This design comes from an exercise in tuning for small area, a short achievable clock period and few clock cycles per item on the open sky130 flow, not from production work.
Function was not checked in any run shown here: the RTL went through the layout flow alone.

### flow/config.mk
export PLATFORM = sky130hd
export DESIGN_NAME = muldiv_seq
export DESIGN_NICKNAME = muldiv_seq
export VERILOG_FILES = /design/flow/design.v
export SDC_FILE = /design/flow/constraint.sdc
export NUM_CORES = 4
export LEC_CHECK = 0
export CAP_MARGIN = 20
export CORE_MARGIN = 2
export CORE_UTILIZATION = 40
export SETUP_SLACK_MARGIN = 5
export SLEW_MARGIN = 20
### flow/constraint.sdc
create_clock -name core_clock -period 11.0 [get_ports {clk}]
set_input_delay 2.2000 -clock core_clock [delete_from_list [all_inputs] [get_ports {clk}]]
set_output_delay 2.2000 -clock core_clock [all_outputs]
set_load 0.01 [all_outputs]
### flow/design.v
module muldiv_seq (
   input  logic        clk,
   input  logic        rst,
   input  logic        start_i,
   input  logic [2:0]  op_i,
   input  logic [31:0] rs1_i,
   input  logic [31:0] rs2_i,
   input  logic        flush_i,
   output logic        stall_o,
   output logic        busy_o,
   output logic        done_o,
   output logic [31:0] result_o
);
   logic        busy_q, done_q;
   logic        accept, run, last, fast;
   assign accept = ~busy_q & start_i & ~flush_i;
   assign run    = busy_q & ~done_q;
   always_ff @(posedge clk or negedge rst) begin
      if (!rst) begin
         busy_q <= 1'b0;
         done_q <= 1'b0;
      end else if (!busy_q) begin
         busy_q <= accept;
         done_q <= accept & fast;
      end else if (done_q || flush_i) begin
         busy_q <= 1'b0;
         done_q <= 1'b0;
      end else begin
         done_q <= last;
      end
   end
   assign stall_o = rst & (accept | run);
   assign busy_o  = busy_q;
   assign done_o  = done_q;
   function automatic logic [5:0] bitlen(input logic [31:0] x);
      logic [5:0] n;
      n = '0;
      for (int i = 0; i < 32; i++) if (x[i]) n = i + 1;
      bitlen = n;
   endfunction
   logic        is_mul, sa, sb, an, bn, b_zero, swap;
   logic [31:0] a_x, b_x;
   logic [5:0]  la, lb, na, nb, na_est;
   logic [6:0]  dq;         
   logic [4:0]  skip;       
   logic        m_short;    
   logic        m_extra;    
   assign is_mul  = ~op_i[2];
   assign sa      = is_mul ? (op_i[1:0] != 2'b11) : ~op_i[0];
   assign sb      = is_mul ? ~op_i[1] : ~op_i[0];
   assign an      = sa & rs1_i[31];
   assign bn      = sb & rs2_i[31];
   assign a_x     = rs1_i ^ {32{rs1_i[31]}};
   assign b_x     = rs2_i ^ {32{rs2_i[31]}};
   assign la      = bitlen(a_x);
   assign lb      = bitlen(b_x);
   assign na      = (rs1_i[31] & ~sa) ? 6'd32 : la;
   assign nb      = (rs2_i[31] & ~sb) ? 6'd32 : lb;
   assign b_zero  = (rs2_i == '0);
   assign swap    = (na < nb);                    
   assign m_short = ((a_x[30:15] == '0) & (sa | ~rs1_i[31])) | ((b_x[30:15] == '0) & (sb | ~rs2_i[31]));
   assign m_extra = rs1_i[31] & ~sa & rs2_i[31] & ~sb;
   assign na_est  = na + {5'd0, an};              
   assign dq      = {1'b0, na_est} - {1'b0, nb};  
   assign skip    = (dq[6] || dq[5]) ? 5'd0 : ~dq[4:0];   
   assign fast    = ~is_mul & (b_zero | dq[6]);
   logic [33:0] hi;
   logic [31:0] lo;
   logic [32:0] v;          
   logic        ylast;
   logic [4:0]  n_q;        
   logic [1:0]  j8_q;       
   logic        j4_q;       
   logic        j16_q;      
   logic        x_q;        
   logic        neg_q;      
   logic        fix_q;      
   logic        mul_q, bneg_q, rem_q;
   logic        res_hi_q, res_one_q, res_zero_q;
   logic st_norm, st_j8, st_j4, st_j16, st_x, st_neg, st_fix, st_any;
   logic x_now_q, fix_now_q;
   assign st_neg = neg_q;
   assign st_fix = fix_now_q;
   assign st_x   = x_now_q;
   assign st_any = neg_q | fix_now_q | x_now_q;
   always_comb begin
      st_norm = 1'b0; st_j8 = 1'b0; st_j4 = 1'b0; st_j16 = 1'b0;
      if (!st_any) begin
         if (mul_q) begin
            if (n_q != 0)       st_norm = 1'b1;
            else                st_j16  = 1'b1;
         end else begin
            if (j8_q != 0)      st_j8   = 1'b1;
            else if (j4_q)      st_j4   = 1'b1;
            else                st_norm = 1'b1;
         end
      end
   end
   logic norm_end;
   assign norm_end = st_norm & (n_q == 5'd1);
   assign last     = st_x | st_fix | st_j16 | (norm_end & ~j16_q & ~x_q & ~fix_q);
   logic [31:0] res_pre;
   assign res_pre = res_hi_q ? hi[31:0] : lo;
   logic [34:0] v_ext;
   assign v_ext = {{2{v[32]}}, v};
   function automatic logic [2:0] booth(input logic b1, input logic b0, input logic bl);
      booth = {b0 ^ bl, (b1 & ~b0 & ~bl) | (~b1 & b0 & bl), b1};
   endfunction
   logic [2:0]  bda, bdb;
   logic        a_one, a_two, a_neg, b_one, b_two, b_neg;
   assign bda = booth(~st_x & lo[1], ~st_x & lo[0], ylast);
   assign bdb = booth(lo[3], lo[2], lo[1]);
   logic        xa_mul, xa_div, ya_res;
   logic [34:0] xa, ya, suma;
   assign xa_mul = mul_q;
   assign xa_div = ~mul_q & ~st_neg & ~st_fix;
   assign ya_res = st_neg | st_fix;
   assign a_one  = mul_q ? bda[2] : ~ya_res;
   assign a_two  = mul_q & bda[1];
   assign a_neg  = mul_q ? bda[0] : (~bneg_q | ya_res);
   assign xa     = ({35{xa_mul}} & {hi[33], hi}) | ({35{xa_div}} & {2'b00, hi[31:0], lo[31]});
   assign ya     = ({35{a_one}} & v_ext) | ({35{a_two}} & {v_ext[33:0], 1'b0}) |
                   ({35{ya_res}} & {3'b000, res_pre});
   assign suma   = xa + (ya ^ {35{a_neg}}) + {34'd0, a_neg};
   logic        gea;
   logic [31:0] ra;
   assign gea = ~suma[34];
   assign ra  = gea ? suma[31:0] : {hi[30:0], lo[31]};
   logic [34:0] xb, yb, sumb;
   assign b_one = mul_q ? bdb[2] : 1'b1;
   assign b_two = mul_q & bdb[1];
   assign b_neg = mul_q ? bdb[0] : ~bneg_q;
   assign xb    = mul_q ? {{2{suma[34]}}, suma[34:2]} : {2'b00, ra, lo[30]};
   assign yb    = ({35{b_one}} & v_ext) | ({35{b_two}} & {v_ext[33:0], 1'b0});
   assign sumb  = xb + (yb ^ {35{b_neg}}) + {34'd0, b_neg};
   logic geb;
   assign geb = ~sumb[34];
   always_ff @(posedge clk) begin
      if (!busy_q) begin
         hi      <= '0;
         lo      <= (is_mul & ~swap) ? rs2_i : rs1_i;
         if (is_mul & ~swap) v <= {sa & rs1_i[31], rs1_i};
         else                v <= {sb & rs2_i[31], rs2_i};
         ylast   <= 1'b0;
         mul_q   <= is_mul;
         bneg_q  <= bn;
         rem_q   <= op_i[1];
         if (is_mul) begin
            n_q   <= m_short ? 5'd4 : 5'd8;
            j16_q <= m_short;
            x_q   <= m_extra;
            j8_q  <= 2'd0;
            j4_q  <= 1'b0;
         end else begin
            n_q   <= 5'd16 - {1'b0, skip[4:2], 1'b0};
            j16_q <= 1'b0;
            x_q   <= 1'b0;
            j8_q  <= skip[4:3];
            j4_q  <= skip[2];
         end
         neg_q      <= ~is_mul & an;
         x_now_q    <= 1'b0;
         fix_now_q  <= 1'b0;
         fix_q      <= ~is_mul & (op_i[1] ? an : (an ^ bn));
         res_hi_q   <= is_mul ? (op_i[1:0] != 2'b00) : (op_i[1] & ~fast & ~an);
         res_one_q  <= ~is_mul & ~op_i[1] & b_zero;
         res_zero_q <= ~is_mul & ~op_i[1] & ~b_zero & dq[6];
      end else begin
         if (st_norm) begin
            if (mul_q) begin
               hi    <= {sumb[34], sumb[34:2]};
               lo    <= {sumb[1:0], suma[1:0], lo[31:4]};
               ylast <= lo[3];
            end else begin
               hi    <= {2'b00, geb ? sumb[31:0] : {ra[30:0], lo[30]}};
               lo    <= {lo[29:0], gea, geb};
            end
            n_q       <= n_q - 5'd1;
            x_now_q   <= norm_end & x_q;
            fix_now_q <= norm_end & fix_q;
         end else if (st_j8) begin
            hi   <= {2'b00, hi[23:0], lo[31:24]};
            lo   <= {lo[23:0], 8'd0};
            j8_q <= j8_q - 2'd1;
         end else if (st_j4) begin
            hi   <= {2'b00, hi[27:0], lo[31:28]};
            lo   <= {lo[27:0], 4'd0};
            j4_q <= 1'b0;
         end else if (st_j16) begin
            hi    <= {{16{hi[33]}}, hi[33:16]};
            lo    <= {hi[15:0], lo[31:16]};
            j16_q <= 1'b0;
         end else begin     
            hi       <= st_neg ? 34'd0 : suma[33:0];
            lo       <= suma[31:0];
            res_hi_q <= ~st_neg | rem_q;
            neg_q    <= 1'b0;
            fix_q     <= fix_q & st_neg;
            x_q       <= 1'b0;
            x_now_q   <= 1'b0;
            fix_now_q <= 1'b0;
         end
      end
   end
   assign result_o = res_one_q ? 32'hFFFF_FFFF : (res_zero_q ? 32'd0 : res_pre);
endmodule
### flow/run.sh
#!/bin/bash
# synth_recipe.tcl (not shown) runs the flow's synth.tcl, then flattens the netlist and writes it again
# the make line also repeats each setting of config.mk as NAME=value (left out here)
make -C /OpenROAD-flow-scripts/flow DESIGN_CONFIG=/design/flow/config.mk WORK_HOME=/design/flow/orfs CLKGATE_MAP_FILE= SYNTH_SCRIPT=/design/flow/synth_recipe.tcl finish
==> notes.md, run 1 <==
clk buf depth=2; Clock Latency Late Sink=440 ps; setup tns final=0 ps; Crit path max-delay family=compound AO/OA/AOI/OAI gates; Cells after Synth=2253; Worst Clk Skew=between 10 and 15 ps; Synth top area share=9.29%; Net count, final=2562; Core ar.=0.0407 mm^2; vias per cell=6.83; Syn Area/Cell=7.32 um^2; die area=0.0429 mm^2; top post-synthesis cells by area=edfxtp_1, dfxtp_1, mux2i_1; required time of the critical path=11300 ps; DR pass1 iterations=8; number of synthesized flops with an enable pin=just over 50; final wirelength=86.8 mm; Initial Utilization=40.5%; Top FF cell, synth=dfxtp_1; HPWL Detailed=58.6 mm; die width=around 210 um; post-synthesis sequential area ratio=18.0%; RSZ-0062 raised after global routing=true; synth-to-layout area growth=30.6%; critical path peak fanout=15; antenna viol nets, final=0; CTS Hold Bufs=0; slew of the pin with the lowest slew margin=1160 ps; initial antenna violation count=3; syn nets=2410; Port Buffers=105; CP max-delay cell=or4b_4; root buf cell=clkbuf_16; Worst setup EP type=flop; Post-Syn Area=0.0165 mm^2; gr ovfl total=0; critical path arrival=about 7800 ps; status=no timing/DRC/antenna violations; cell mode on critical path=buf_12; final slew viol count=0; Final min period=around 7500 ps; fin worst setup slack=~3500 ps; post-route clock period utilization=between 60% and 70%; number of global-route vias before repair=18.9k; pin count of the biggest net entering global routing=77; GPL Wtd Cong=roughly 1.1; # DRC=0; HP Class=flop to flop; CP startpoint kind=flop; Final Hold Viols=0; post-synthesis cell type count=94; area leader, netlist=edfxtp_1; CTS tree=built; CTS H-tree lvls=4; share of cells above drive strength 1=21.0%; Fmax=around 0.13 GHz; WP buf/inv=6; Die Height=207 um; clock transition at the registers of the reported paths=70 ps; pre-CTS setup slack=2100 ps; vias=~20k; Synth Warn #=1; MaxCap Viol Count=0; Final setup violation count=0; critical setup path kind=flop to flop; FFs w/ async S/R, synth=1.64%; #FFs+latches synth=roughly 120; global-route wire length before repair=roughly 120 mm; Starting DRT DRC Count=around 2.8k; Site Rows=between 70 and 80; boundary pin count=between 100 and 150; overall routing resource usage=38.2%; clock sinks=122; Num CTS Buffers=17; Max-slew headroom=approximately 22%; Slowest Stage Delay on Critical Path=approximately 560 ps; routed wire length per instance=29.4 um
-- sequential cells by signal (all words and copies together) (netlist names), 2 cells and up --
| name | flops |
|---|---|
| hi | 34 |
| v | 33 |
| lo | 32 |
| n_q | 5 |
| j8_q | 2 |
-- layer usage --
| layer | global-route usage [%] | vias up | wire length [um] |
|---|---|---|---|
| met3 | 11.6 | 411 | 11100 |
| li1 | - | 8759 | - |
| met5 | 0 | - | 65 |
| met4 | 23.3 | 4 | 6390 |
| met2 | 57.0 | 1478 | 36100 |
| met1 | 48.2 | 9513 | 33100 |
-- final timing paths --
path                            startpoint  endpoint  slack (ps)  cells after the start
worst min register to register       ylast     ylast         500                      2
max in group asynchronous              rst    busy_q        8920                      1
worst min-delay path                 ylast     ylast         500                      2
worst max-delay path              res_hi_q     hi[7]        3490                     28
min in group asynchronous              rst    done_q        1930                      1
worst max register to register    res_hi_q     hi[7]        3490                     28
-- cell type report --
| type | instances | area (um^2) |
|---|---|---|
| Timing Repair Buffer | 287 | 2940 |
| Fill cell | 3919 | 19200 |
| Tap cell | 532 | 666 |
| Clock inverter | 13 | 98.8 |
| Inverter | 48 | 188 |
| Clock buffer | 19 | 433 |
| Multi-Input combinational cell | 1929 | 14200 |
| Antenna cell | 1 | 2.50 |
| Sequential cell | 122 | 2980 |
-- synthesized netlist by cell type, types with 14 or more instances --
| library cell | instances |
|---|---|
| edfxtp_1 | 51 |
| a31oi_1 | 31 |
| o21bai_1 | 43 |
| mux2_2 | 22 |
| dfxtp_1 | 69 |
| o21ai_0 | 164 |
| nand4_1 | 16 |
| clkbuf_1 | 118 |
| nand3_1 | 54 |
| nand2_1 | 276 |
| a22oi_1 | 40 |
| nor3_1 | 46 |
| and2_1 | 14 |
| nand2b_1 | 15 |
| buf_2 | 14 |
| o21a_1 | 23 |
| xnor2_1 | 75 |
| mux2i_1 | 115 |
| xor2_1 | 64 |
| and3_1 | 22 |
| inv_1 | 45 |
| a211oi_1 | 24 |
| o22ai_1 | 26 |
| a21oi_1 | 194 |
| or3_1 | 15 |
| o21ai_1 | 17 |
| a221oi_1 | 52 |
| o211ai_1 | 33 |
| ha_1 | 84 |
| nor2_1 | 212 |
| a21o_1 | 35 |
-- layout by cell type, fill, tap and decap left out, types with 32 or more instances in the layout --
cell type	Yosys	layout
o21ai_0	164	142
clkdlybuf4s50_1	0	72
nand2_1	276	269
a221oi_1	52	32
nand3_1	54	52
xnor2_1	75	64
a22oi_1	40	38
nor2_1	212	194
o211ai_1	33	33
ha_1	84	66
a21oi_1	194	175
buf_4	6	134
o21bai_1	43	42
inv_1	45	43
dfxtp_1	69	65
o21ai_1	17	32
xor2_1	64	60
mux2i_1	115	91
a21o_1	35	35
edfxtp_1	51	51
nor3_1	46	35
-- metrics by stage --
stage	hold WS [ps]	cells	area [um^2]	util, %
after floorplan	474	2253	16800	-
after global placement	488	2763	18000	44.1
after detailed placement	491	2763	18000	44.1
after global routing	525	2950	21500	52.9
after CTS	508	2909	20600	50.5
final	504	2951	21500	52.9
-- logic make-up after synthesis --
| group | share of synthesized area, % |
|---|---|
| compound gates | 33.0 |
| xor+xnor | 7.48 |
| fa+ha+maj | 6.68 |
| buf+inv | 5.63 |
| flops | 18.0 |
| mux | 9.46 |
| simple gates | 19.8 |
-- timing repair --
item,in CTS,in global routing
setup buffers,98,38
hold endpoints to repair,0,0
setup endpoints to repair,109,108
gates resized for setup,303,132
gates cloned,16,2
pin swaps,91,68
-- worst reg2reg max path: cells and delay by family, from the launching register on --
family	cells	cell delay, ps
buffers and inverters	6	1070
multiplexers	2	760
XOR/XNOR	1	150
AND/OR/NAND/NOR	4	970
adder cells (fa/ha/maj)	2	670
flip-flops	1	320
AO/OA/AOI/OAI	13	3430
==> run 2: changes to the inputs <==
--- a/flow/design.v
+++ b/flow/design.v
@@ -45,4 +45,5 @@
    logic [4:0]  skip;       
    logic        m_short;    
+   logic        m_tiny;     
    logic        m_extra;    
    assign is_mul  = ~op_i[2];
@@ -60,4 +61,5 @@
    assign swap    = (na < nb);                    
    assign m_short = ((a_x[30:15] == '0) & (sa | ~rs1_i[31])) | ((b_x[30:15] == '0) & (sb | ~rs2_i[31]));
+   assign m_tiny  = ((a_x[30:7] == '0) & (sa | ~rs1_i[31])) | ((b_x[30:7] == '0) & (sb | ~rs2_i[31]));
    assign m_extra = rs1_i[31] & ~sa & rs2_i[31] & ~sb;
    assign na_est  = na + {5'd0, an};              
@@ -72,5 +74,6 @@
    logic [1:0]  j8_q;       
    logic        j4_q;       
-   logic        j16_q;      
+   logic        short_q;    
+   logic        tiny_q;     
    logic        x_q;        
    logic        neg_q;      
@@ -78,5 +81,5 @@
    logic        mul_q, bneg_q, rem_q;
    logic        res_hi_q, res_one_q, res_zero_q;
-   logic st_norm, st_j8, st_j4, st_j16, st_x, st_neg, st_fix, st_any;
+   logic st_norm, st_j8, st_j4, st_x, st_neg, st_fix, st_any;
    logic x_now_q, fix_now_q;
    assign st_neg = neg_q;
@@ -85,9 +88,8 @@
    assign st_any = neg_q | fix_now_q | x_now_q;
    always_comb begin
-      st_norm = 1'b0; st_j8 = 1'b0; st_j4 = 1'b0; st_j16 = 1'b0;
+      st_norm = 1'b0; st_j8 = 1'b0; st_j4 = 1'b0;
       if (!st_any) begin
          if (mul_q) begin
-            if (n_q != 0)       st_norm = 1'b1;
-            else                st_j16  = 1'b1;
+            st_norm = 1'b1;
          end else begin
             if (j8_q != 0)      st_j8   = 1'b1;
@@ -99,5 +101,5 @@
    logic norm_end;
    assign norm_end = st_norm & (n_q == 5'd1);
-   assign last     = st_x | st_fix | st_j16 | (norm_end & ~j16_q & ~x_q & ~fix_q);
+   assign last     = st_x | st_fix | (norm_end & ~x_q & ~fix_q);
    logic [31:0] res_pre;
    assign res_pre = res_hi_q ? hi[31:0] : lo;
@@ -107,8 +109,7 @@
       booth = {b0 ^ bl, (b1 & ~b0 & ~bl) | (~b1 & b0 & bl), b1};
    endfunction
-   logic [2:0]  bda, bdb;
-   logic        a_one, a_two, a_neg, b_one, b_two, b_neg;
+   logic [2:0]  bda;
+   logic        a_one, a_two, a_neg;
    assign bda = booth(~st_x & lo[1], ~st_x & lo[0], ylast);
-   assign bdb = booth(lo[3], lo[2], lo[1]);
    logic        xa_mul, xa_div, ya_res;
    logic [34:0] xa, ya, suma;
@@ -127,13 +128,4 @@
    assign gea = ~suma[34];
    assign ra  = gea ? suma[31:0] : {hi[30:0], lo[31]};
-   logic [34:0] xb, yb, sumb;
-   assign b_one = mul_q ? bdb[2] : 1'b1;
-   assign b_two = mul_q & bdb[1];
-   assign b_neg = mul_q ? bdb[0] : ~bneg_q;
-   assign xb    = mul_q ? {{2{suma[34]}}, suma[34:2]} : {2'b00, ra, lo[30]};
-   assign yb    = ({35{b_one}} & v_ext) | ({35{b_two}} & {v_ext[33:0], 1'b0});
-   assign sumb  = xb + (yb ^ {35{b_neg}}) + {34'd0, b_neg};
-   logic geb;
-   assign geb = ~sumb[34];
    always_ff @(posedge clk) begin
       if (!busy_q) begin
@@ -147,12 +139,10 @@
          rem_q   <= op_i[1];
          if (is_mul) begin
-            n_q   <= m_short ? 5'd4 : 5'd8;
-            j16_q <= m_short;
+            n_q   <= m_tiny ? 5'd4 : (m_short ? 5'd8 : 5'd16);
             x_q   <= m_extra;
             j8_q  <= 2'd0;
             j4_q  <= 1'b0;
          end else begin
-            n_q   <= 5'd16 - {1'b0, skip[4:2], 1'b0};
-            j16_q <= 1'b0;
+            n_q   <= 5'd0 - {skip[4:2], 2'b00};   
             x_q   <= 1'b0;
             j8_q  <= skip[4:3];
@@ -164,4 +154,6 @@
          fix_q      <= ~is_mul & (op_i[1] ? an : (an ^ bn));
          res_hi_q   <= is_mul ? (op_i[1:0] != 2'b00) : (op_i[1] & ~fast & ~an);
+         short_q    <= is_mul & m_short & ~m_tiny;
+         tiny_q     <= is_mul & m_tiny;
          res_one_q  <= ~is_mul & ~op_i[1] & b_zero;
          res_zero_q <= ~is_mul & ~op_i[1] & ~b_zero & dq[6];
@@ -169,10 +161,10 @@
          if (st_norm) begin
             if (mul_q) begin
-               hi    <= {sumb[34], sumb[34:2]};
-               lo    <= {sumb[1:0], suma[1:0], lo[31:4]};
-               ylast <= lo[3];
+               hi    <= {suma[34], suma[34:2]};
+               lo    <= {suma[1:0], lo[31:2]};
+               ylast <= lo[1];
             end else begin
-               hi    <= {2'b00, geb ? sumb[31:0] : {ra[30:0], lo[30]}};
-               lo    <= {lo[29:0], gea, geb};
+               hi    <= {2'b00, ra};
+               lo    <= {lo[30:0], gea};
             end
             n_q       <= n_q - 5'd1;
@@ -187,8 +179,4 @@
             lo   <= {lo[27:0], 4'd0};
             j4_q <= 1'b0;
-         end else if (st_j16) begin
-            hi    <= {{16{hi[33]}}, hi[33:16]};
-            lo    <= {hi[15:0], lo[31:16]};
-            j16_q <= 1'b0;
          end else begin     
             hi       <= st_neg ? 34'd0 : suma[33:0];
@@ -203,4 +191,8 @@
       end
    end
-   assign result_o = res_one_q ? 32'hFFFF_FFFF : (res_zero_q ? 32'd0 : res_pre);
+   logic [31:0] res_short, res_tiny;
+   assign res_short = res_hi_q ? {{14{hi[33]}}, hi[33:16]} : {hi[15:0], lo[31:16]};
+   assign res_tiny  = res_hi_q ? {{22{hi[33]}}, hi[33:24]} : {hi[23:0], lo[31:24]};
+   assign result_o  = res_one_q ? 32'hFFFF_FFFF : (res_zero_q ? 32'd0 :
+                      (short_q ? res_short : (tiny_q ? res_tiny : res_pre)));
 endmodule
==> run 2 against run 1 <==
Effect of this change: clock skew is 3.9 ps lower; global-route usage shrank 8.1 points; core utilization down 5.4 points; worst hold slack improved by 7.8 ps; register-to-register slack improved by 1900 ps; sequential cell count grew 1; critical endpoint is now n_q[4]; largest cell class unchanged.
==> notes.md, run 2 <==
leading cell type in the layout, fill and taps excluded=nand2_1; Synth top area share=11.5% (+2.2 points); global-route wire length before repair=81.9 mm (-34%); Worst Clk Skew=9.74 ps (-3.95 ps); boundary pin count=106 (unchanged); FFs w/ async S/R, synth=1.63% (-0.013 points); syn nets=1856 (-23%); CTS tree=built; Site Rows=67 (-9.5%); Top FF cell, synth=dfxtp_1; overall routing resource usage=30.1% (-8.1 points); Worst setup EP type=flop; GPL Wtd Cong=0.990 (-7.2%); required time of the critical path=11240 ps (-60 ps); Synth Warn #=1 (unchanged); clock sinks=123 (+0.82%); Final Hold Viols=0 (unchanged); top post-synthesis cells by area=edfxtp_1, dfxtp_1, mux2i_1; Syn Area/Cell=7.83 um^2 (+7.0%); top-count cell post-synth=nand2_1; number of diodes=0 (-1); pin count of the biggest net entering global routing=71 (-7.8%); area leader, netlist=edfxtp_1; clock transition at the registers of the reported paths=60 ps (about the same); Cells after Synth=1734 (-23%); slew of the pin with the lowest slew margin=1080 ps (-80.9 ps); Net count, final=1879 (-27%); top post-synthesis cells by count=nand2_1, o21ai_0, a21oi_1, clkbuf_1, nor2_1; Critical path origin=rs1_i[31]; Core ar.=0.0334 mm^2 (-18%); RR Startpoint=mul_q; number of synthesized flops with an enable pin=52 (+2.0%); post-route clock period utilization=55.1% (-13 points); Largest Register=hi; Post-Syn Area=0.0136 mm^2 (-18%); routed wire length per instance=24.6 um (-16%); post-synthesis cell type count=89 (-5.3%); DR pass1 iterations=10 (+2); synth-to-layout area growth=16.9%; clk buf depth=2 (unchanged); gr ovfl total=0 (unchanged); critical path peak fanout=4 (-11); vias=14.4k (-28%); critical path arrival=6300 ps (-1510 ps); #FFs+latches synth=123 (+0.82%); Clock Latency Late Sink=430 ps (about the same); max reg flops=34 (unchanged); Max-slew headroom=28.0% (+5.7 points); root buf cell=clkbuf_16; Final min period=6060 ps (-1450 ps); critical setup path kind=input pin to flop; Hold Crit Start=x_q; post-synthesis sequential area ratio=22.0% (+4.1 points); final slew viol count=0 (unchanged); status=no timing/DRC/antenna violations; CTS Hold Bufs=0 (unchanged); setup tns final=0 ps (unchanged); Starting DRT DRC Count=2263 (-20%); Num CTS Buffers=17 (unchanged); Final setup violation count=0 (unchanged); final wirelength=54.5 mm (-37%); Initial Utilization=40.6% (+0.12 points); die area=0.0354 mm^2 (-17%); die width=188 um (-9.1%); vias per cell=6.51 (-4.8%); commonest cells after routing, fill and taps aside=nand2_1, o21ai_0, nor2_1, a21oi_1, mux2i_1; CP startpoint kind=input pin; antenna viol nets, final=0 (unchanged); hold slack=512 ps (+7.76 ps); initial antenna violation count=0 (-3); HPWL Detailed=39.6 mm (-32%); # DRC=0 (unchanged); MaxCap Viol Count=0 (unchanged); number of global-route vias before repair=13.5k (-29%); CTS H-tree lvls=4 (unchanged); Die Height=188 um (-9.1%); RSZ-0062 raised after global routing=true; Fmax=0.165 GHz (+24%); share of cells above drive strength 1=12.6% (-8.4 points); Port Buffers=105 (unchanged); biggest regs=hi (34), v (33), lo (32); HP Class=flop to flop
## run 2: changes by cell type after synthesis, moves of 34 or more
cell / delta
xor2_1: -48
a222oi_1: +52
nand2_1: -62
a221oi_1: -43
ha_1: -34
nor2_1: -106
mux2_2: +50
a21oi_1: -87
## run 2: kinds of logic (layout without fill, tap and decap cells)
logic type,after synthesis,in the layout,synth area share (%)
buffers and inverters,186,222,5.52
muxes,175,175,14.1
DFF,123,123,22.0
adders and majority gates,51,51,4.75
xor gates and xnor gates,73,73,4.71
AOI/OAI and AO/OA,584,584,30.1
and+or+nand+nor,542,542,18.7
## run 2: stage by stage
stage / util, % / instances / setup WS (ps) / area (um^2)
after floorplan: - / 1734 / 4840 / 13700
after global placement: 44.5 / 2171 / 3750 / 14900
after detailed placement: 44.5 / 2171 / 3640 / 14900
after CTS: 47.1 / 2211 / 4940 / 15800
after global routing: 47.5 / 2218 / 4800 / 15900
final: 47.5 / 2218 / 4940 / 15900
## run 2: worst paths after layout
path / endpoint / slack, ps / depth (start not counted)
setup / recovery: n_q[4] / 4940 / 22
hold reg to reg: x_now_q / 510 / 1
hold / removal: x_now_q / 510 / 1
setup reg to reg: hi[23] / 5340 / 17
max in group asynchronous: busy_q / 8910 / 1
min in group asynchronous: done_q / 1940 / 1
## run 2: layout make-up
| cell class | count | area [um^2] |
|---|---|---|
| Clock buffer | 17 | 425 |
| Timing Repair Buffer | 143 | 1470 |
| Inverter | 47 | 176 |
| Tap cell | 448 | 561 |
| Fill cell | 3243 | 17600 |
| Multi-Input combinational cell | 1425 | 10100 |
| Clock inverter | 15 | 149 |
| Sequential cell | 123 | 2990 |
## run 2: metal layers
layer | wire (um) | up-vias | GRT usage, %
met3 | 5400 | 138 | 5.08
li1 | - | 6651 | -
met2 | 23200 | 850 | 45.1
met1 | 22700 | 6791 | 40.9
met4 | 3210 | 0 | 16.9
met5 | 0 | - | 0
## run 2: repair_timing
action	CTS	global route
setup endpoints to repair	74	62
setup buffers	4	6
cloned	4	1
resized for setup	63	36
pin swaps	17	14
## run 2: worst max-delay path, cell delays in order
cell and delay [ps]:
buf_12 100, buf_12 110, or3_4 380, o2bb2ai_2 130, a221o_1 320, a221oi_2 270
o221ai_2 150, a221oi_2 330, o21ai_2 120, and2_4 180, ha_4 150, nand3_1 70
xnor2_1 70, ha_1 280, nor3_2 260, a21oi_2 100, or2_4 260, a21oi_4 180
inv_2 60, ha_4 160, and3_4 150, a2111oi_4 260
==> run 3: changes to the inputs <==
--- a/flow/design.v
+++ b/flow/design.v
@@ -109,15 +109,16 @@
       booth = {b0 ^ bl, (b1 & ~b0 & ~bl) | (~b1 & b0 & bl), b1};
    endfunction
-   logic [2:0]  bda;
-   logic        a_one, a_two, a_neg;
-   assign bda = booth(~st_x & lo[1], ~st_x & lo[0], ylast);
-   logic        xa_mul, xa_div, ya_res;
+   logic        a_one, a_two, a_neg, b_one, b_two, b_neg, ya_res;
+   logic [2:0]  bda_ld, bdb_ld, bda_nx, bdb_nx;
+   logic [3:0]  mlo;
+   assign mlo    = swap ? rs1_i[3:0] : rs2_i[3:0];
+   assign bda_ld = booth(mlo[1], mlo[0], 1'b0);
+   assign bdb_ld = booth(mlo[3], mlo[2], mlo[1]);
+   assign bda_nx = booth(~(norm_end & x_q) & lo[5], ~(norm_end & x_q) & lo[4], lo[3]);
+   assign bdb_nx = booth(lo[7], lo[6], lo[5]);
+   logic        xa_mul, xa_div;
    logic [34:0] xa, ya, suma;
    assign xa_mul = mul_q;
-   assign xa_div = ~mul_q & ~st_neg & ~st_fix;
-   assign ya_res = st_neg | st_fix;
-   assign a_one  = mul_q ? bda[2] : ~ya_res;
-   assign a_two  = mul_q & bda[1];
-   assign a_neg  = mul_q ? bda[0] : (~bneg_q | ya_res);
+   assign xa_div = ~mul_q & ~ya_res;
    assign xa     = ({35{xa_mul}} & {hi[33], hi}) | ({35{xa_div}} & {2'b00, hi[31:0], lo[31]});
    assign ya     = ({35{a_one}} & v_ext) | ({35{a_two}} & {v_ext[33:0], 1'b0}) |
@@ -128,4 +129,10 @@
    assign gea = ~suma[34];
    assign ra  = gea ? suma[31:0] : {hi[30:0], lo[31]};
+   logic [34:0] xb, yb, sumb;
+   assign xb    = mul_q ? {{2{suma[34]}}, suma[34:2]} : {2'b00, ra, lo[30]};
+   assign yb    = ({35{b_one}} & v_ext) | ({35{b_two}} & {v_ext[33:0], 1'b0});
+   assign sumb  = xb + (yb ^ {35{b_neg}}) + {34'd0, b_neg};
+   logic geb;
+   assign geb = ~sumb[34];
    always_ff @(posedge clk) begin
       if (!busy_q) begin
@@ -139,10 +146,10 @@
          rem_q   <= op_i[1];
          if (is_mul) begin
-            n_q   <= m_tiny ? 5'd4 : (m_short ? 5'd8 : 5'd16);
+            n_q   <= m_tiny ? 5'd2 : (m_short ? 5'd4 : 5'd8);
             x_q   <= m_extra;
             j8_q  <= 2'd0;
             j4_q  <= 1'b0;
          end else begin
-            n_q   <= 5'd0 - {skip[4:2], 2'b00};   
+            n_q   <= 5'd16 - {1'b0, skip[4:2], 1'b0};
             x_q   <= 1'b0;
             j8_q  <= skip[4:3];
@@ -150,4 +157,13 @@
          end
          neg_q      <= ~is_mul & an;
+         if (is_mul) begin
+            {a_one, a_two, a_neg} <= bda_ld;
+            {b_one, b_two, b_neg} <= bdb_ld;
+            ya_res                <= 1'b0;
+         end else begin
+            {a_one, a_two, a_neg} <= {~an, 1'b0, ~bn | an};
+            {b_one, b_two, b_neg} <= {1'b1, 1'b0, ~bn};
+            ya_res                <= an;
+         end
          x_now_q    <= 1'b0;
          fix_now_q  <= 1'b0;
@@ -161,14 +177,21 @@
          if (st_norm) begin
             if (mul_q) begin
-               hi    <= {suma[34], suma[34:2]};
-               lo    <= {suma[1:0], lo[31:2]};
-               ylast <= lo[1];
+               hi    <= {sumb[34], sumb[34:2]};
+               lo    <= {sumb[1:0], suma[1:0], lo[31:4]};
+               ylast <= lo[3];
             end else begin
-               hi    <= {2'b00, ra};
-               lo    <= {lo[30:0], gea};
+               hi    <= {2'b00, geb ? sumb[31:0] : {ra[30:0], lo[30]}};
+               lo    <= {lo[29:0], gea, geb};
             end
             n_q       <= n_q - 5'd1;
             x_now_q   <= norm_end & x_q;
             fix_now_q <= norm_end & fix_q;
+            if (mul_q) begin
+               {a_one, a_two, a_neg} <= bda_nx;
+               {b_one, b_two, b_neg} <= bdb_nx;
+            end else if (norm_end & fix_q) begin
+               {a_one, a_two, a_neg} <= 3'b001;
+               ya_res                <= 1'b1;
+            end
          end else if (st_j8) begin
             hi   <= {2'b00, hi[23:0], lo[31:24]};
@@ -188,4 +211,6 @@
             x_now_q   <= 1'b0;
             fix_now_q <= 1'b0;
+            {a_one, a_two, a_neg} <= {1'b1, 1'b0, ~bneg_q};
+            ya_res    <= 1'b0;
          end
       end
==> run 3 against run 2 <==
Effect of this change: still clean on timing, DRC and antenna; cell count grew 32%; critical path depth is 6 higher; core utilization is 7.0 points higher; non-clock buffer count up 176; die area grew 25%; highest routed layer is now met5.
==> notes.md, run 3 <==
Starting DRT DRC Count=2958 (+31%); MaxCap Viol Count=0 (unchanged); slew of the pin with the lowest slew margin=1230 ps (+152 ps); multiplexer share of the synthesized area=12.3% (-1.9 points); boundary pin count=106 (unchanged); post-synthesis sequential area ratio=18.6% (-3.4 points); main combinational cell family by area after synthesis=compound AO/OA/AOI/OAI gates; critical path arrival=6780 ps (+480 ps); Net count, final=2537 (+35%); HPWL Detailed=57.8 mm (+46%); Die Height=211 um (+12%); Largest Register=hi; Post-Synth Simple-Gate Area=17.6% (-1.1 points); root buf cell=clkbuf_16; Worst setup EP type=flop; cell mode on critical path=buf_12; FILL cells=3801 (+17%); HP Class=flop to flop; syn nets=2375 (+28%); Final Hold Viols=0 (unchanged); fin worst setup slack=4540 ps (-405 ps); WP buf/inv=6 (+3); vias=20.1k (+39%); Final setup violation count=0 (unchanged); final slew viol count=0 (unchanged); critical path peak fanout=7 (+3); commonest cells after routing, fill and taps aside=nand2_1, buf_4, nor2_1, o21ai_0, a21oi_1; top post-synthesis cells by count=nand2_1, o21ai_0, nor2_1, a21oi_1, clkbuf_1; Adder-Cell Fraction of Synth Area=6.38% (+1.6 points); global-route wire length before repair=124 mm (+51%); synth-to-layout area growth=33.8%; CTS tree=built; pre-CTS setup slack=3240 ps (-398 ps); FFs w/ async S/R, synth=1.55% (-0.076 points); leading cell type in the layout, fill and taps excluded=nand2_1; setup tns final=0 ps (unchanged); critical setup path kind=flop to flop; CTS H-tree lvls=4 (unchanged); routed wire length per instance=28.9 um (+17%); Worst Clk Skew=9.86 ps (+0.117 ps); hold slack=589 ps (+76.5 ps); max reg flops=34 (unchanged); #FFs+latches synth=129 (+4.9%); top post-synthesis cells by area=edfxtp_1, dfxtp_1, mux2i_1; status=no timing/DRC/antenna violations; die width=211 um (+12%); Slowest Stage Delay on Critical Path=400 ps (+20 ps); Core ar.=0.0420 mm^2 (+26%); Clock Latency Late Sink=430 ps (about the same); clock transition at the registers of the reported paths=60 ps (about the same); post-synthesis compound-gate area fraction=32.6% (+2.5 points); GPL Wtd Cong=1.03 (+3.7%); pin count of the biggest net entering global routing=99 (+39%); Max-slew headroom=17.1% (-11 points); Cells after Synth=2218 (+28%); clock sinks=129 (+4.9%); initial antenna violation count=6 (+6); die area=0.0444 mm^2 (+25%); Synth top area share=10.4% (-1.1 points); biggest regs=hi (34), v (33), lo (32); XOR/XNOR Fraction of Synth Area=7.06% (+2.3 points); Crit path max-delay family=compound AO/OA/AOI/OAI gates; RSZ-0062 raised after global routing=true; Fmax=0.155 GHz (-6.3%); Site Rows=75 (+12%); overall routing resource usage=36.9% (+6.9 points); gr ovfl total=0 (unchanged); vias per cell=6.85 (+5.3%); Reg area=0.00319 mm^2 (+6.4%); top-count cell post-synth=nand2_1; # DRC=0 (unchanged); Num CTS Buffers=17 (unchanged); Top FF cell, synth=dfxtp_1; number of synthesized flops with an enable pin=59 (+13%); CP max-delay cell=edfxtp_1; area leader, netlist=edfxtp_1; post-route clock period utilization=58.8% (+3.7 points); Synth Warn #=1 (unchanged); Syn Area/Cell=7.71 um^2 (-1.5%); Port Buffers=105 (unchanged); final wirelength=84.6 mm (+55%); DR pass1 iterations=13 (+3); Initial Utilization=40.7% (+0.099 points); CTS Hold Bufs=0 (unchanged); number of global-route vias before repair=19.1k (+42%); CP startpoint kind=flop; clk buf depth=2 (unchanged); share of cells above drive strength 1=26.1% (+13 points); required time of the critical path=11320 ps (+80 ps); antenna viol nets, final=0 (unchanged); Final min period=6460 ps (+405 ps); Multi-input gate area=0.0149 mm^2 (+48%); post-synthesis cell type count=100 (+12%); Post-Syn Area=0.0171 mm^2 (+26%); number of diodes=0 (unchanged)
-- run 3: cell count changes after synthesis, sizes merged, moves of 29 or more --
| cell | change |
|---|---|
| nor2 | +57 |
| a21oi | +48 |
| a22oi | +36 |
| xnor2 | +49 |
| a22o | +30 |
| ha | +34 |
| o21ai | +29 |
-- run 3: cell families after synthesis --
kind of cell	Yosys count
AO/OA/AOI/OAI	796
AND/OR/NAND/NOR	648
buffers and inverters	231
multiplexers	191
XOR/XNOR	137
flip-flops	129
adder cells (fa/ha/maj)	86
-- run 3: metrics by stage --
stage	cell area (um^2)	util, %	std cells
after floorplan	17200	-	2218
after global placement	18500	44.0	2719
after detailed placement	18500	44.0	2719
after CTS	21800	51.9	2878
after global routing	22900	54.4	2932
final	22900	54.4	2932
-- run 3: worst register-to-register path, delay by kind of cell (launching register included) --
family,cells,cell delay (ps)
compound gates,14,3160
xor+xnor,1,170
fa+ha+maj,2,730
buf+inv,6,910
flops,1,400
mux,3,690
simple gates,2,290
-- run 3: layout make-up --
type	instances	share of cell area, %
multi-input combinational	1858	65.3
timing repair buffer	319	14.2
sequential	129	13.9
tap	539	2.95
clock buffer	23	2.04
inverter	55	0.929
clock inverter	9	0.689
-- run 3: what timing repair did --
| item | 4_1_cts | 5_1_grt |
|---|---|---|
| gates cloned | 16 | 2 |
| buffers inserted | 111 | 52 |
| setup endpoints to repair | 115 | 110 |
| pin swaps | 143 | 117 |
| resized for setup | 370 | 144 |
-- run 3: worst paths after layout --
| path | from | end | slack (ps) | cells after the start |
|---|---|---|---|---|
| min | fix_q | fix_now_q | 590 | 2 |
| min in group asynchronous | rst | done_q | 1930 | 1 |
| max in group asynchronous | rst | busy_q | 8920 | 1 |
| max | res_hi_q | hi[15] | 4540 | 28 |
| min reg2reg | fix_q | fix_now_q | 590 | 2 |
| max reg2reg | res_hi_q | hi[15] | 4540 | 28 |
-- run 3: metal layers --
metal / wire length (um) / GRT usage [%] / up-vias
li1: - / - / 8740
met1: 32000 / 47.5 / 9593
met2: 35800 / 55.2 / 1396
met3: 10500 / 9.96 / 353
met4: 6280 / 22.3 / 12
met5: 77 / 0 / -

afterwards: timing with drivers on the ports:
The results above use ideal ports. As a check the final layouts listed here were re-extracted and re-timed, cells and wires unchanged. Step 1, drivers: a clkbuf_16 drives clk and a buf_2 each remaining input, both assumed. Step 2 adds t to the input delays and takes it off the output delays; t is the mean of the earliest and latest rising clock arrival at the registers after step 1. Input paths then give back, and output paths get back, about the clock's delay inside the block. Three values: ideal ports, drivers, drivers and shift; two values: the first two.
run | t (ns) | setup WS [ns] | worst setup path at the end
run 1 | 0.488 | 3.488 / 3.488 / 3.488 | register to register
run 2 | 0.478 | 4.940 / 4.947 / 4.469 | input to register
run 3 | 0.482 | 4.535 / 4.535 / 4.512 | input to register
After both steps every run listed still meets setup and hold. For run 2, which loses most, drivers alone change the setup slack by +0.007 ns; drivers and shift together by -0.471 ns.
